From an optimization exercise on the open Yosys and OpenROAD flow, aimed at small area, a short achievable clock period and few clock cycles; shortcuts taken in it are not production practice. In this exercise RTL edits were held to simulation tests only and were not proved equivalent to the original.

==> flow/design.v (outline; a module is shown in full before it is edited, if it fits) <==
// module medema_median: 80 lines
// module medema_ema_step: 362 lines
// module medema_amul: 216 lines
// module medema_div: 245 lines
// module five_channel_median_ema_conditioner: 317 lines
module five_channel_median_ema_conditioner #(
	parameter int WINDOW      = 5,
	parameter int CAL_SAMPLES = 60,
	parameter int FRAC_BITS   = 8
) (
	input  logic                              clk,
	input  logic                              arst_n,
	input  logic                              req_valid,
	output logic                              req_ready,
	input  logic                              req_type,
	input  logic signed [medema_pkg::SAMPLE_W-1:0] req_thumb,
	input  logic signed [medema_pkg::SAMPLE_W-1:0] req_index,
	input  logic signed [medema_pkg::SAMPLE_W-1:0] req_middle,
	input  logic signed [medema_pkg::SAMPLE_W-1:0] req_ring,
	input  logic signed [medema_pkg::SAMPLE_W-1:0] req_pinky,
	output logic                              rsp_valid,
	input  logic                              rsp_ready,
	output logic                              rsp_kind,
	output logic [medema_pkg::SAMPLE_W-1:0]   rsp_bend_thumb,
	output logic [medema_pkg::SAMPLE_W-1:0]   rsp_bend_index,
	output logic [medema_pkg::SAMPLE_W-1:0]   rsp_bend_middle,
	output logic [medema_pkg::SAMPLE_W-1:0]   rsp_bend_ring,
	output logic [medema_pkg::SAMPLE_W-1:0]   rsp_bend_pinky,
	output logic signed [medema_pkg::SAMPLE_W-1:0] rsp_rest_thumb,
	output logic signed [medema_pkg::SAMPLE_W-1:0] rsp_rest_index,
	output logic signed [medema_pkg::SAMPLE_W-1:0] rsp_rest_middle,
	output logic signed [medema_pkg::SAMPLE_W-1:0] rsp_rest_ring,
	output logic signed [medema_pkg::SAMPLE_W-1:0] rsp_rest_pinky,
	input  logic                              cfg_valid,
	output logic                              cfg_ready,
	input  logic [medema_pkg::ALPHA_W-1:0]    cfg_alpha
);
  // ...
==> flow/run.sh <==
#!/bin/bash
# synth_recipe.tcl (not shown) runs the flow's synth.tcl, then flattens the netlist and writes it again
# the make line also repeats each setting of config.mk as NAME=value (left out here)
make -C /OpenROAD-flow-scripts/flow DESIGN_CONFIG=/design/flow/config.mk WORK_HOME=/design/flow/orfs CLKGATE_MAP_FILE= SYNTH_SCRIPT=/design/flow/synth_recipe.tcl finish
==> flow/config.mk <==
export PLATFORM = sky130hd
export DESIGN_NAME = five_channel_median_ema_conditioner
export DESIGN_NICKNAME = five_channel_median_ema_conditioner
export VERILOG_FILES = /design/flow/design.v
export SDC_FILE = /design/flow/constraint.sdc
export NUM_CORES = 4
export LEC_CHECK = 0
export CAP_MARGIN = 20
export CORE_MARGIN = 2
export CORE_UTILIZATION = 50
export SETUP_SLACK_MARGIN = 5
export SLEW_MARGIN = 20
==> flow/constraint.sdc <==
create_clock -name core_clock -period 10.0 [get_ports {clk}]
set_input_delay 2.0000 -clock core_clock [delete_from_list [all_inputs] [get_ports {clk}]]
set_output_delay 2.0000 -clock core_clock [all_outputs]
set_load 0.01 [all_outputs]
==> flow_summary.yaml, run 1 <==
synth:
  yosysTopAreaCell: "edfxtp_1"
  syn-instance-count: 11900
  yosys_register_bits: 1020
  synth_edf_count: 601
  yosys-top-cells-count: "inv_1, a22oi_1, nand2_1, ha_1, fa_1"
  synth-main-ff-cell: "edfxtp_1"
  synth_compound_area_share_pct: 19.8
  synth_top_area_share_pct: 16.8
  synthArstFlopShare_pct: 41.1
timing:
  tightest_slew_ps: 1180
  hold_viol: 0
  fmax_ghz: 0.175
finish:
  layout_common_cells: "inv_1, a22oi_1, nand2_1"
  n_clock_buffer: 186
  signal_buffers: 880
  comb.multi_input.count: 8495
  fin_cells: 15100
  top_regs: "win_q x320, ema_q x120, q_q x120"
  largest_reg_flops: 320
clocking:
  htreeDepth: 4
  ctsHoldBuffers: 0
  cts_buffer_depth: 3
route:
  drc: 0
critical_path:
  cp.buffers_inverters: 5
outcome:
  outcome: "no timing/DRC/antenna violations"
die:
  die-height_microns: 468
  io_pins: 259
  fp.dieW_microns: 468
place:
  gp_congestion: 0.972
Testbench counts, summed over its fixed seeds: cycles 2,488.
==> module five_channel_median_ema_conditioner, before the edit <==
module five_channel_median_ema_conditioner #(
	parameter int WINDOW      = 5,
	parameter int CAL_SAMPLES = 60,
	parameter int FRAC_BITS   = 8
) (
	input  logic                              clk,
	input  logic                              arst_n,
	input  logic                              req_valid,
	output logic                              req_ready,
	input  logic                              req_type,
	input  logic signed [medema_pkg::SAMPLE_W-1:0] req_thumb,
	input  logic signed [medema_pkg::SAMPLE_W-1:0] req_index,
	input  logic signed [medema_pkg::SAMPLE_W-1:0] req_middle,
	input  logic signed [medema_pkg::SAMPLE_W-1:0] req_ring,
	input  logic signed [medema_pkg::SAMPLE_W-1:0] req_pinky,
	output logic                              rsp_valid,
	input  logic                              rsp_ready,
	output logic                              rsp_kind,
	output logic [medema_pkg::SAMPLE_W-1:0]   rsp_bend_thumb,
	output logic [medema_pkg::SAMPLE_W-1:0]   rsp_bend_index,
	output logic [medema_pkg::SAMPLE_W-1:0]   rsp_bend_middle,
	output logic [medema_pkg::SAMPLE_W-1:0]   rsp_bend_ring,
	output logic [medema_pkg::SAMPLE_W-1:0]   rsp_bend_pinky,
	output logic signed [medema_pkg::SAMPLE_W-1:0] rsp_rest_thumb,
	output logic signed [medema_pkg::SAMPLE_W-1:0] rsp_rest_index,
	output logic signed [medema_pkg::SAMPLE_W-1:0] rsp_rest_middle,
	output logic signed [medema_pkg::SAMPLE_W-1:0] rsp_rest_ring,
	output logic signed [medema_pkg::SAMPLE_W-1:0] rsp_rest_pinky,
	input  logic                              cfg_valid,
	output logic                              cfg_ready,
	input  logic [medema_pkg::ALPHA_W-1:0]    cfg_alpha
);
	localparam int NCH = 5;
	logic              anz_q;
	logic [4:0]        a_one_q, b_one_q, ae_one_q, be_one_q;
	logic [3:0]        a_two_q, b_two_q, a_neg_q, b_neg_q;
	logic [3:0]        ae_two_q, be_two_q, ae_neg_q, be_neg_q;
	logic [3:0]        pad_hi_q, pad_lo_q;    
	logic [5:0]        cal_cnt_q;
	logic              va_q, ka_q, vb_q, kb_q, vc_q, kc_q;
	logic              dact_q;
	logic [2:0]        dcnt_q;
	logic              o1v_q, o1k_q;
	logic [NCH-1:0][15:0] o1d_q;
	logic [NCH-1:0][3:0][15:0] win_q;
	logic [NCH-1:0][5:0]       ord_q;
	logic [NCH-1:0][15:0]      m_q;
	logic [NCH-1:0][23:0]      q_q;
	logic [NCH-1:0][23:0]      ema_q;
	logic [NCH-1:0][15:0]      off_q;
	logic [NCH-1:0][22:0]      sum_q;
	logic [NCH-1:0][15:0] in_smp;
	assign in_smp[0] = req_thumb;
	assign in_smp[1] = req_index;
	assign in_smp[2] = req_middle;
	assign in_smp[3] = req_ring;
	assign in_smp[4] = req_pinky;
	logic [8:0] cfg_a;
	logic [7:0] cfg_b;
	assign cfg_a = (cfg_alpha > 9'd256) ? 9'd256 : cfg_alpha;
	assign cfg_b = 8'(9'd256 - cfg_a);
	logic [8:0] xa, xb;
	logic [3:0] ca_one, ca_two, ca_neg, cb_one, cb_two, cb_neg;
	assign xa = {cfg_a[7:0], 1'b0};
	assign xb = {cfg_b, 1'b0};
	for (genvar i = 0; i < 4; i++) begin : g_booth
		assign ca_one[i] = xa[2*i+1] ^ xa[2*i];
		assign ca_two[i] = (xa[2*i+2] & ~xa[2*i+1] & ~xa[2*i]) | (~xa[2*i+2] & xa[2*i+1] & xa[2*i]);
		assign ca_neg[i] = xa[2*i+2] & ~(xa[2*i+1] & xa[2*i]);
		assign cb_one[i] = xb[2*i+1] ^ xb[2*i];
		assign cb_two[i] = (xb[2*i+2] & ~xb[2*i+1] & ~xb[2*i]) | (~xb[2*i+2] & xb[2*i+1] & xb[2*i]);
		assign cb_neg[i] = xb[2*i+2] & ~(xb[2*i+1] & xb[2*i]);
	end
	logic accept, acc_stream, acc_cal, acc_calc;
	logic stall, adv, div_step, div_done, hold_a, move_a, cal_load;
	logic va_n, ka_n, vb_n, kb_n;
	assign stall      = o1v_q & ~rsp_ready;
	assign req_ready  = ~dact_q & ~stall;
	assign accept     = req_valid & req_ready;
	assign acc_stream = accept & ~req_type;
	assign acc_cal    = accept & req_type;
	assign acc_calc   = acc_cal & (cal_cnt_q == 6'(CAL_SAMPLES - 1));
	assign div_step   = dact_q & (dcnt_q != 3'd5);
	assign div_done   = dcnt_q == 3'd5;
	assign adv        = ~stall;
	assign hold_a     = ka_q & ~div_done;
	assign move_a     = adv & va_q & ~hold_a;
	assign cal_load   = adv & vb_q & kb_q;
	always_comb begin
		va_n = va_q; ka_n = ka_q; vb_n = vb_q; kb_n = kb_q;
		if (adv) begin
			vb_n = move_a;
			kb_n = ka_q;
			if (!(va_q && hold_a)) begin
				va_n = acc_stream | acc_calc;
				ka_n = acc_calc;
			end
		end
	end
	always_ff @(posedge clk or negedge arst_n) begin
		if (!arst_n) begin
			anz_q     <= 1'b1;
			a_one_q   <= 5'b01111;
			a_two_q   <= 4'b0000;
			a_neg_q   <= 4'b0010;
			b_one_q   <= 5'b11111;
			b_two_q   <= 4'b0000;
			b_neg_q   <= 4'b1101;
			ae_one_q  <= 5'b01111;
			ae_two_q  <= 4'b0000;
			ae_neg_q  <= 4'b0010;
			be_one_q  <= 5'b11111;
			be_two_q  <= 4'b0000;
			be_neg_q  <= 4'b1101;
			pad_hi_q  <= 4'b0101;
			pad_lo_q  <= 4'b1010;
			cal_cnt_q <= '0;
			va_q <= 1'b0; ka_q <= 1'b0;
			vb_q <= 1'b0; kb_q <= 1'b0;
			vc_q <= 1'b0; kc_q <= 1'b0;
			o1v_q  <= 1'b0;
			dact_q <= 1'b0;
			dcnt_q <= '0;
		end else begin
			if (cfg_valid) begin
				anz_q   <= (cfg_alpha != 9'd0);
				a_one_q <= {cfg_a[8] | cfg_a[7], ca_one};
				a_two_q <= ca_two;
				a_neg_q <= ca_neg;
				b_one_q <= {cfg_b[7], cb_one};
				b_two_q <= cb_two;
				b_neg_q <= cb_neg;
			end
			if (acc_stream) begin
				pad_hi_q <= {pad_hi_q[2:0], 1'b0};
				pad_lo_q <= {pad_lo_q[2:0], 1'b0};
			end
			if (acc_cal)
				cal_cnt_q <= acc_calc ? 6'd0 : cal_cnt_q + 6'd1;
			if (adv) begin
				o1v_q <= vc_q;
				vc_q  <= vb_q;
				kc_q  <= kb_q;
			end
			va_q <= va_n; ka_q <= ka_n;
			vb_q <= vb_n; kb_q <= kb_n;
			if (va_n && ka_n) begin
				ae_one_q <= 5'b10000;
				ae_two_q <= 4'b0000;
				ae_neg_q <= 4'b0000;
			end else if (cfg_valid) begin
				ae_one_q <= {cfg_a[8] | cfg_a[7], ca_one};
				ae_two_q <= ca_two;
				ae_neg_q <= ca_neg;
			end else begin
				ae_one_q <= a_one_q;
				ae_two_q <= a_two_q;
				ae_neg_q <= a_neg_q;
			end
			if (vb_n && kb_n) begin
				be_one_q <= 5'b00000;
				be_two_q <= 4'b0000;
				be_neg_q <= 4'b0000;
			end else if (cfg_valid) begin
				be_one_q <= {cfg_b[7], cb_one};
				be_two_q <= cb_two;
				be_neg_q <= cb_neg;
			end else begin
				be_one_q <= b_one_q;
				be_two_q <= b_two_q;
				be_neg_q <= b_neg_q;
			end
			if (acc_calc)
				dact_q <= 1'b1;
			else if (cal_load)
				dact_q <= 1'b0;
			if (acc_calc)
				dcnt_q <= '0;
			else if (div_step)
				dcnt_q <= dcnt_q + 3'd1;
		end
	end
	logic [NCH-1:0][3:0]  lt;
	logic [NCH-1:0][15:0] med;
	for (genvar c = 0; c < NCH; c++) begin : g_med
		medema_median u_med (
			.x      (in_smp[c]),
			.win    (win_q[c]),
			.ord    (ord_q[c]),
			.is_hi  (pad_hi_q),
			.is_lo  (pad_lo_q),
			.lt     (lt[c]),
			.median (med[c])
		);
	end
	always_ff @(posedge clk or negedge arst_n) begin
		if (!arst_n) begin
			for (int c = 0; c < NCH; c++)
				ord_q[c] <= 6'b001000;
		end else if (acc_stream) begin
			for (int c = 0; c < NCH; c++) begin
				ord_q[c][0] <= lt[c][0];
				ord_q[c][1] <= lt[c][1];
				ord_q[c][2] <= lt[c][2];
				ord_q[c][3] <= ord_q[c][0];  
				ord_q[c][4] <= ord_q[c][1];  
				ord_q[c][5] <= ord_q[c][3];  
			end
		end
	end
	always_ff @(posedge clk) begin
		if (acc_stream) begin
			for (int c = 0; c < NCH; c++)
				m_q[c] <= med[c];
		end else if (dact_q && dcnt_q == 3'd4) begin
			for (int c = 0; c < NCH; c++)
				m_q[c] <= sum_rot[c][15:0];
		end
		if (acc_stream) begin
			for (int c = 0; c < NCH; c++) begin
				win_q[c][0] <= in_smp[c];
				for (int k = 1; k < 4; k++)
					win_q[c][k] <= win_q[c][k-1];
			end
		end
	end
	logic [NCH-1:0][23:0] qa;
	for (genvar c = 0; c < NCH; c++) begin : g_amul
		medema_amul u_amul (
			.m   (m_q[c]),
			.one (ae_one_q),
			.two (ae_two_q),
			.neg (ae_neg_q),
			.q   (qa[c])
		);
	end
	always_ff @(posedge clk) begin
		if (move_a) begin
			for (int c = 0; c < NCH; c++)
				q_q[c] <= qa[c];
		end
	end
	logic [NCH-1:0][23:0] enext;
	for (genvar c = 0; c < NCH; c++) begin : g_ema
		medema_ema_step u_ema (
			.e      (ema_q[c]),
			.q      (q_q[c]),
			.one    (be_one_q),
			.two    (be_two_q),
			.neg    (be_neg_q),
			.e_next (enext[c])
		);
	end
	logic [15:0] quo;
	logic [NCH-1:0][22:0] sum_rot;
	medema_div u_div (
		.sum      (sum_q[0]),
		.quotient (quo)
	);
	always_comb begin
		for (int c = 0; c < NCH - 1; c++)
			sum_rot[c] = sum_q[c+1];
		sum_rot[NCH-1] = {{7{quo[15]}}, quo};
	end
	always_ff @(posedge clk or negedge arst_n) begin
		if (!arst_n) begin
			ema_q <= '0;
			off_q <= '0;
			sum_q <= '0;
		end else begin
			if (adv && vb_q && (anz_q || kb_q)) begin
				for (int c = 0; c < NCH; c++)
					ema_q[c] <= enext[c];
			end
			if (cal_load) begin
				for (int c = 0; c < NCH; c++) begin
					off_q[c] <= sum_q[c][15:0];
					sum_q[c] <= '0;
				end
			end else begin
				if (acc_cal) begin
					for (int c = 0; c < NCH; c++)
						sum_q[c] <= sum_q[c] + {{7{in_smp[c][15]}}, in_smp[c]};
				end else if (div_step) begin
					sum_q <= sum_rot;
				end
			end
		end
	end
	logic [NCH-1:0][15:0] cval;
	for (genvar c = 0; c < NCH; c++) begin : g_bend
		logic [15:0] t;
		logic [16:0] dev;
		assign t   = ema_q[c][23:8] + {15'b0, ema_q[c][23] & (|ema_q[c][7:0])};
		assign dev = {t[15], t} - {off_q[c][15], off_q[c]};
		assign cval[c] = {16{~kc_q}} & (dev[16] ? (16'd0 - dev[15:0]) : dev[15:0]);
	end
	always_ff @(posedge clk) begin
		if (!stall) begin
			o1d_q <= cval;
			o1k_q <= kc_q;
		end
	end
	assign rsp_valid       = o1v_q;
	assign rsp_kind        = o1k_q;
	assign rsp_bend_thumb  = o1d_q[0];
	assign rsp_bend_index  = o1d_q[1];
	assign rsp_bend_middle = o1d_q[2];
	assign rsp_bend_ring   = o1d_q[3];
	assign rsp_bend_pinky  = o1d_q[4];
	assign rsp_rest_thumb  = o1k_q ? off_q[0] : 16'h0;
	assign rsp_rest_index  = o1k_q ? off_q[1] : 16'h0;
	assign rsp_rest_middle = o1k_q ? off_q[2] : 16'h0;
	assign rsp_rest_ring   = o1k_q ? off_q[3] : 16'h0;
	assign rsp_rest_pinky  = o1k_q ? off_q[4] : 16'h0;
	assign cfg_ready       = 1'b1;
endmodule
==> inputs of run 2 (changes only) <==
--- a/flow/design.v
+++ b/flow/design.v
@@ -975,6 +975,8 @@
 	logic [4:0]        a_one_q, b_one_q, ae_one_q, be_one_q;
 	logic [3:0]        a_two_q, b_two_q, a_neg_q, b_neg_q;
 	logic [3:0]        ae_two_q, be_two_q, ae_neg_q, be_neg_q;
+	logic [4:0]        ai_one_q, bi_one_q;
+	logic [3:0]        ai_two_q, bi_two_q, ai_neg_q, bi_neg_q;
 	logic [3:0]        pad_hi_q, pad_lo_q;    
 	logic [5:0]        cal_cnt_q;
 	logic              va_q, ka_q, vb_q, kb_q, vc_q, kc_q;
@@ -1012,10 +1014,10 @@
 		assign cb_neg[i] = xb[2*i+2] & ~(xb[2*i+1] & xb[2*i]);
 	end
 	logic accept, acc_stream, acc_cal, acc_calc;
-	logic stall, adv, div_step, div_done, hold_a, move_a, cal_load;
+	logic stall, adv, div_step, div_done, cal_go, hold_a, move_a, cal_move;
 	logic va_n, ka_n, vb_n, kb_n;
 	assign stall      = o1v_q & ~rsp_ready;
-	assign req_ready  = ~dact_q & ~stall;
+	assign req_ready  = ~stall & (~dact_q | (va_q & ka_q & cal_go));
 	assign accept     = req_valid & req_ready;
 	assign acc_stream = accept & ~req_type;
 	assign acc_cal    = accept & req_type;
@@ -1023,9 +1025,40 @@
 	assign div_step   = dact_q & (dcnt_q != 3'd5);
 	assign div_done   = dcnt_q == 3'd5;
 	assign adv        = ~stall;
-	assign hold_a     = ka_q & ~div_done;
+	assign cal_go     = div_done & ~vb_q & ~vc_q;
+	assign hold_a     = ka_q & ~cal_go;
 	assign move_a     = adv & va_q & ~hold_a;
-	assign cal_load   = adv & vb_q & kb_q;
+	assign cal_move   = move_a & ka_q;
+	logic [4:0] ae_one_n, be_one_n;
+	logic [3:0] ae_two_n, be_two_n, ae_neg_n, be_neg_n;
+	always_comb begin
+		if (va_n && ka_n) begin
+			ae_one_n = 5'b10000;
+			ae_two_n = 4'b0000;
+			ae_neg_n = 4'b0000;
+		end else if (cfg_valid) begin
+			ae_one_n = {cfg_a[8] | cfg_a[7], ca_one};
+			ae_two_n = ca_two;
+			ae_neg_n = ca_neg;
+		end else begin
+			ae_one_n = a_one_q;
+			ae_two_n = a_two_q;
+			ae_neg_n = a_neg_q;
+		end
+		if (vb_n && kb_n) begin
+			be_one_n = 5'b00000;
+			be_two_n = 4'b0000;
+			be_neg_n = 4'b0000;
+		end else if (cfg_valid) begin
+			be_one_n = {cfg_b[7], cb_one};
+			be_two_n = cb_two;
+			be_neg_n = cb_neg;
+		end else begin
+			be_one_n = b_one_q;
+			be_two_n = b_two_q;
+			be_neg_n = b_neg_q;
+		end
+	end
 	always_comb begin
 		va_n = va_q; ka_n = ka_q; vb_n = vb_q; kb_n = kb_q;
 		if (adv) begin
@@ -1052,6 +1085,12 @@
 			be_one_q  <= 5'b11111;
 			be_two_q  <= 4'b0000;
 			be_neg_q  <= 4'b1101;
+			ai_one_q  <= ~5'b01111;
+			ai_two_q  <= ~4'b0000;
+			ai_neg_q  <= ~4'b0010;
+			bi_one_q  <= ~5'b11111;
+			bi_two_q  <= ~4'b0000;
+			bi_neg_q  <= ~4'b1101;
 			pad_hi_q  <= 4'b0101;
 			pad_lo_q  <= 4'b1010;
 			cal_cnt_q <= '0;
@@ -1084,35 +1123,21 @@
 			end
 			va_q <= va_n; ka_q <= ka_n;
 			vb_q <= vb_n; kb_q <= kb_n;
-			if (va_n && ka_n) begin
-				ae_one_q <= 5'b10000;
-				ae_two_q <= 4'b0000;
-				ae_neg_q <= 4'b0000;
-			end else if (cfg_valid) begin
-				ae_one_q <= {cfg_a[8] | cfg_a[7], ca_one};
-				ae_two_q <= ca_two;
-				ae_neg_q <= ca_neg;
-			end else begin
-				ae_one_q <= a_one_q;
-				ae_two_q <= a_two_q;
-				ae_neg_q <= a_neg_q;
-			end
-			if (vb_n && kb_n) begin
-				be_one_q <= 5'b00000;
-				be_two_q <= 4'b0000;
-				be_neg_q <= 4'b0000;
-			end else if (cfg_valid) begin
-				be_one_q <= {cfg_b[7], cb_one};
-				be_two_q <= cb_two;
-				be_neg_q <= cb_neg;
-			end else begin
-				be_one_q <= b_one_q;
-				be_two_q <= b_two_q;
-				be_neg_q <= b_neg_q;
-			end
+			ae_one_q <= ae_one_n;
+			ae_two_q <= ae_two_n;
+			ae_neg_q <= ae_neg_n;
+			be_one_q <= be_one_n;
+			be_two_q <= be_two_n;
+			be_neg_q <= be_neg_n;
+			ai_one_q <= ~ae_one_n;
+			ai_two_q <= ~ae_two_n;
+			ai_neg_q <= ~ae_neg_n;
+			bi_one_q <= ~be_one_n;
+			bi_two_q <= ~be_two_n;
+			bi_neg_q <= ~be_neg_n;
 			if (acc_calc)
 				dact_q <= 1'b1;
-			else if (cal_load)
+			else if (cal_move)
 				dact_q <= 1'b0;
 			if (acc_calc)
 				dcnt_q <= '0;
@@ -1168,9 +1193,9 @@
 	for (genvar c = 0; c < NCH; c++) begin : g_amul
 		medema_amul u_amul (
 			.m   (m_q[c]),
-			.one (ae_one_q),
-			.two (ae_two_q),
-			.neg (ae_neg_q),
+			.one ((c < 3) ? ae_one_q : ~ai_one_q),
+			.two ((c < 3) ? ae_two_q : ~ai_two_q),
+			.neg ((c < 3) ? ae_neg_q : ~ai_neg_q),
 			.q   (qa[c])
 		);
 	end
@@ -1185,9 +1210,9 @@
 		medema_ema_step u_ema (
 			.e      (ema_q[c]),
 			.q      (q_q[c]),
-			.one    (be_one_q),
-			.two    (be_two_q),
-			.neg    (be_neg_q),
+			.one    ((c < 3) ? be_one_q : ~bi_one_q),
+			.two    ((c < 3) ? be_two_q : ~bi_two_q),
+			.neg    ((c < 3) ? be_neg_q : ~bi_neg_q),
 			.e_next (enext[c])
 		);
 	end
@@ -1212,18 +1237,17 @@
 				for (int c = 0; c < NCH; c++)
 					ema_q[c] <= enext[c];
 			end
-			if (cal_load) begin
-				for (int c = 0; c < NCH; c++) begin
+			if (cal_move) begin
+				for (int c = 0; c < NCH; c++)
 					off_q[c] <= sum_q[c][15:0];
-					sum_q[c] <= '0;
-				end
-			end else begin
-				if (acc_cal) begin
-					for (int c = 0; c < NCH; c++)
-						sum_q[c] <= sum_q[c] + {{7{in_smp[c][15]}}, in_smp[c]};
-				end else if (div_step) begin
-					sum_q <= sum_rot;
-				end
+			end
+			if (acc_cal) begin
+				for (int c = 0; c < NCH; c++)
+					sum_q[c] <= (cal_move ? 23'd0 : sum_q[c]) + {{7{in_smp[c][15]}}, in_smp[c]};
+			end else if (cal_move) begin
+				sum_q <= '0;
+			end else if (div_step) begin
+				sum_q <= sum_rot;
 			end
 		end
 	end
==> run 2 against run 1 <==
Still clean. Via count grew 0.99%. Utilization grew 0.094 points. Register-to-register slack gained 120 ps. Critical path depth shrank 3. Synthesized cell count grew 1.2%. Die area grew 0.98%. Non-clock buffer count shrank 70. Global-route usage grew 0.39 points. First-iteration DRC count shrank 9.6%. Count of clock-buffer cells in the layout shrank 1. Critical endpoint is now q_q[47]. Highest routed layer unchanged.
==> flow_summary.yaml, run 2 <==
outcome:
  outcome: "no timing/DRC/antenna violations"
timing:
  tightest_slew_ps: 1090
  setup_viol: 0
  max_slew_margin_pct: 26.9
  hold_viol: 0
  post-route-min-period_ps: 5580
  setup_slack_ps: 4420
  drv_slew: 0
  skew_ps: 45.3
  fmax_ghz: 0.179
  rsz0062_at_grt: "yes"
  fin_setup_tns_ps: 0
  finalCritPeriodShare_pct: 55.8
route:
  routedWlPerCell_microns: 25.6
  drc: 0
  drtIter0Drc: 9714
  detail_route.first_pass.iterations: 10
  antenna_left: 0
  wl_microns: 392000
  post_drt_via_cell_ratio: 6.17
  vias: 94300
synth:
  syn-instance-count: 12000
  ys.warnings.count: 2
  ys_types: 108
  synthArstFlopShare_pct: 42.5
  yosysTopAreaCell: "edfxtp_1"
  yosysMostFrequentCell: "inv_1"
  synth_seq_area_share_pct: 26.9
  yosys-top-cells-count: "inv_1, nand2_1, xnor2_1, ha_1, fa_1"
  synth-main-ff-cell: "edfxtp_1"
  synth.area.top_cells: "edfxtp_1, fa_1, dfrtp_1, ha_1, xnor2_1"
  syn_area_per_cell_sq_um: 9.03
  syn_nets: 13500
  synth_edf_count: 601
  synth_top_area_share_pct: 16.6
  yosys_register_bits: 1046
  syn-cell-area_sq_um: 109000
finish:
  top_regs: "win_q x320, ema_q x120, q_q x120"
  mostFrequentLayoutCell: "inv_1"
  layout_common_cells: "inv_1, nand2_1, xnor2_1"
  largest_register: "win_q"
  drive_gt1_share_pct: 14.3
  final_util_pct: 59.2
  final_area_sq_um: 128000
  largest_reg_flops: 320
  area_delta_synth_final_pct: 18.0
  fin_nets: 13800
global_routing:
  antenna_found_initial: 26
  grt_pass1_vias: 91900
  grt.total_usage_pct: 34.4
  grt_pass1_wl_microns: 583000
  grt_overflow: 0
  grt_max_degree: 171
critical_path:
  critPathCaptureType: "flip-flop"
  crit_fanout: 4
  cpMaxStageDelayCell: "dfstp_4"
  path_cells: "buf_12, a22oi_2, xnor2_2, fa_2, fa_1, inv_1, fa_1, inv_2, ha_4, a21o_1, a21o_1, or3b_4, a41oi_4, nor3_2, o31a_1, o21a_1, or4_4, a2111o_1, o211a_1"
  critPathKind: "flip-flop to flip-flop"
  slowest_delay_ps: 700
  arrival_ps: 6160
  crit_required_ps: 10580
  worst_setup_path_start_kind: "flip-flop"
clocking:
  numCtsBuffers: 138
  clkLatencyLatePin_ps: 850
  cts_buffer_depth: 3
  cts.sinks: 1046
  ctsHoldBuffers: 0
  cts_root_buf: "clkbuf_16"
  cts.clk_slew.worst_paths_ps: 60
  cts_tree: "yes"
  htreeDepth: 4
place:
  pre_cts_ws_ps: 3090
  gp_congestion: 0.957
  dpl.hpwl_microns: 271000
  place_area_sq_um: 114000
  port_buffers: 257
hold_path:
  hold_class: "flip-flop to flip-flop"
die:
  die-height_microns: 470
  io_pins: 259
  fp.dieW_microns: 470
  row_count: 171
  die-area_sq_um: 221000
  core_sq_um: 217000
  initial_core_util_pct: 50.2
flow_run:
  max_cap_viol_count: 0
==> run 2: repair_timing <==
action | in CTS | in global routing
setup endpoints to repair | 687 | 270
setup buffers | 260 | 138
gates resized for setup | 725 | 523
cloned | 34 | 5
pin swaps | 236 | 324
==> run 2: cell type report <==
class	instances	area [sq um]
Timing Repair inverter	3	41.3
Clock inverter	69	875
Inverter	1611	6220
Multi-Input combinational cell	8703	75100
Sequential cell	1046	29400
Fill cell	18700	88300
Tap cell	2854	3570
Timing Repair Buffer	810	9050
Antenna cell	13	32.5
Clock buffer	185	3930
==> run 2: kinds of logic (layout without fill, tap and decap cells) <==
logic type      Yosys count  count (layout)  share of synthesized area (%)
compound gates         2968            2968                           18.4
xor+xnor               1342            1342                           10.8
fa+ha+maj              1590            1590                           22.8
buf+inv                2286            2678                           7.99
flops                  1046            1046                           26.9
mux                     139             139                           1.33
other cells               1              14                        0.00345
simple gates           2663            2663                           11.7
==> run 2: worst paths after layout <==
path	to	startpoint	slack, ps	cells after the start
worst max-delay path	q_q[47]	ae_one_q[0]	4420	19
worst min-delay path	o1v_q	vc_q	480	1
worst max register to register	q_q[47]	ae_one_q[0]	4420	19
worst min register to register	o1v_q	vc_q	480	1
max in group asynchronous	sum_q[2]	arst_n	6920	3
min in group asynchronous	ema_q[102]	arst_n	1100	1
==> run 2: per-layer routing <==
metal	share of wire [%]	GRT usage, %	wire, microns	up-vias
met4	5.6	16.4	21800	12
met2	44	51.9	172000	4497
li1	-	-	-	42000
met5	0.018	0	70	-
met1	41	47.8	162000	46900
met3	9.0	6.05	35300	901
==> run 2: stage by stage <==
step	std cells	hold slack (ps)
final	15300	478
after detailed placement	14600	466
after floorplan	12000	444
after global routing	15300	513
after CTS	15100	480
after global placement	14600	468
==> run 2: critical path: cells and delay by family (launching register included) <==
kind	cells	cell delay (ps)
DFF	1	700
and+or+nand+nor	3	920
xor gates and xnor gates	1	180
adders and majority gates	4	1590
buffers and inverters	3	240
AOI/OAI and AO/OA	8	1690
Testbench counts of run 2, summed over its fixed seeds: cycles 2,472.

## afterwards: timing with drivers on the ports
The flow's constraints put no driver on any port. The routed layouts listed below were extracted and timed again, unchanged, in two steps. Step 1: set_driving_cell puts a clkbuf_16 on clk and a buf_2 on each other input, an assumption about the parent block. Step 2 also shifts input and output timing later by t, the mid clock arrival at the registers, as if the neighbouring blocks saw the same clock. a / b / c = ideal / step 1 / step 2; a / b = the first two.
run	shift t [ns]	setup slack, ns	worst setup path after step 2	slew at the worst register clock pin (ns)	pins driven straight from the clock port
run 1	0.913	4.301 / 4.301 / 4.146	input to register	0.07 / 0.07	1
run 2	0.907	4.419 / 4.419 / 4.074	input to register	0.07 / 0.07	1
After both steps setup and hold are still met in every run listed. For run 2, which loses most, drivers alone change the setup slack by 0.000 ns; drivers and shift together by -0.345 ns.
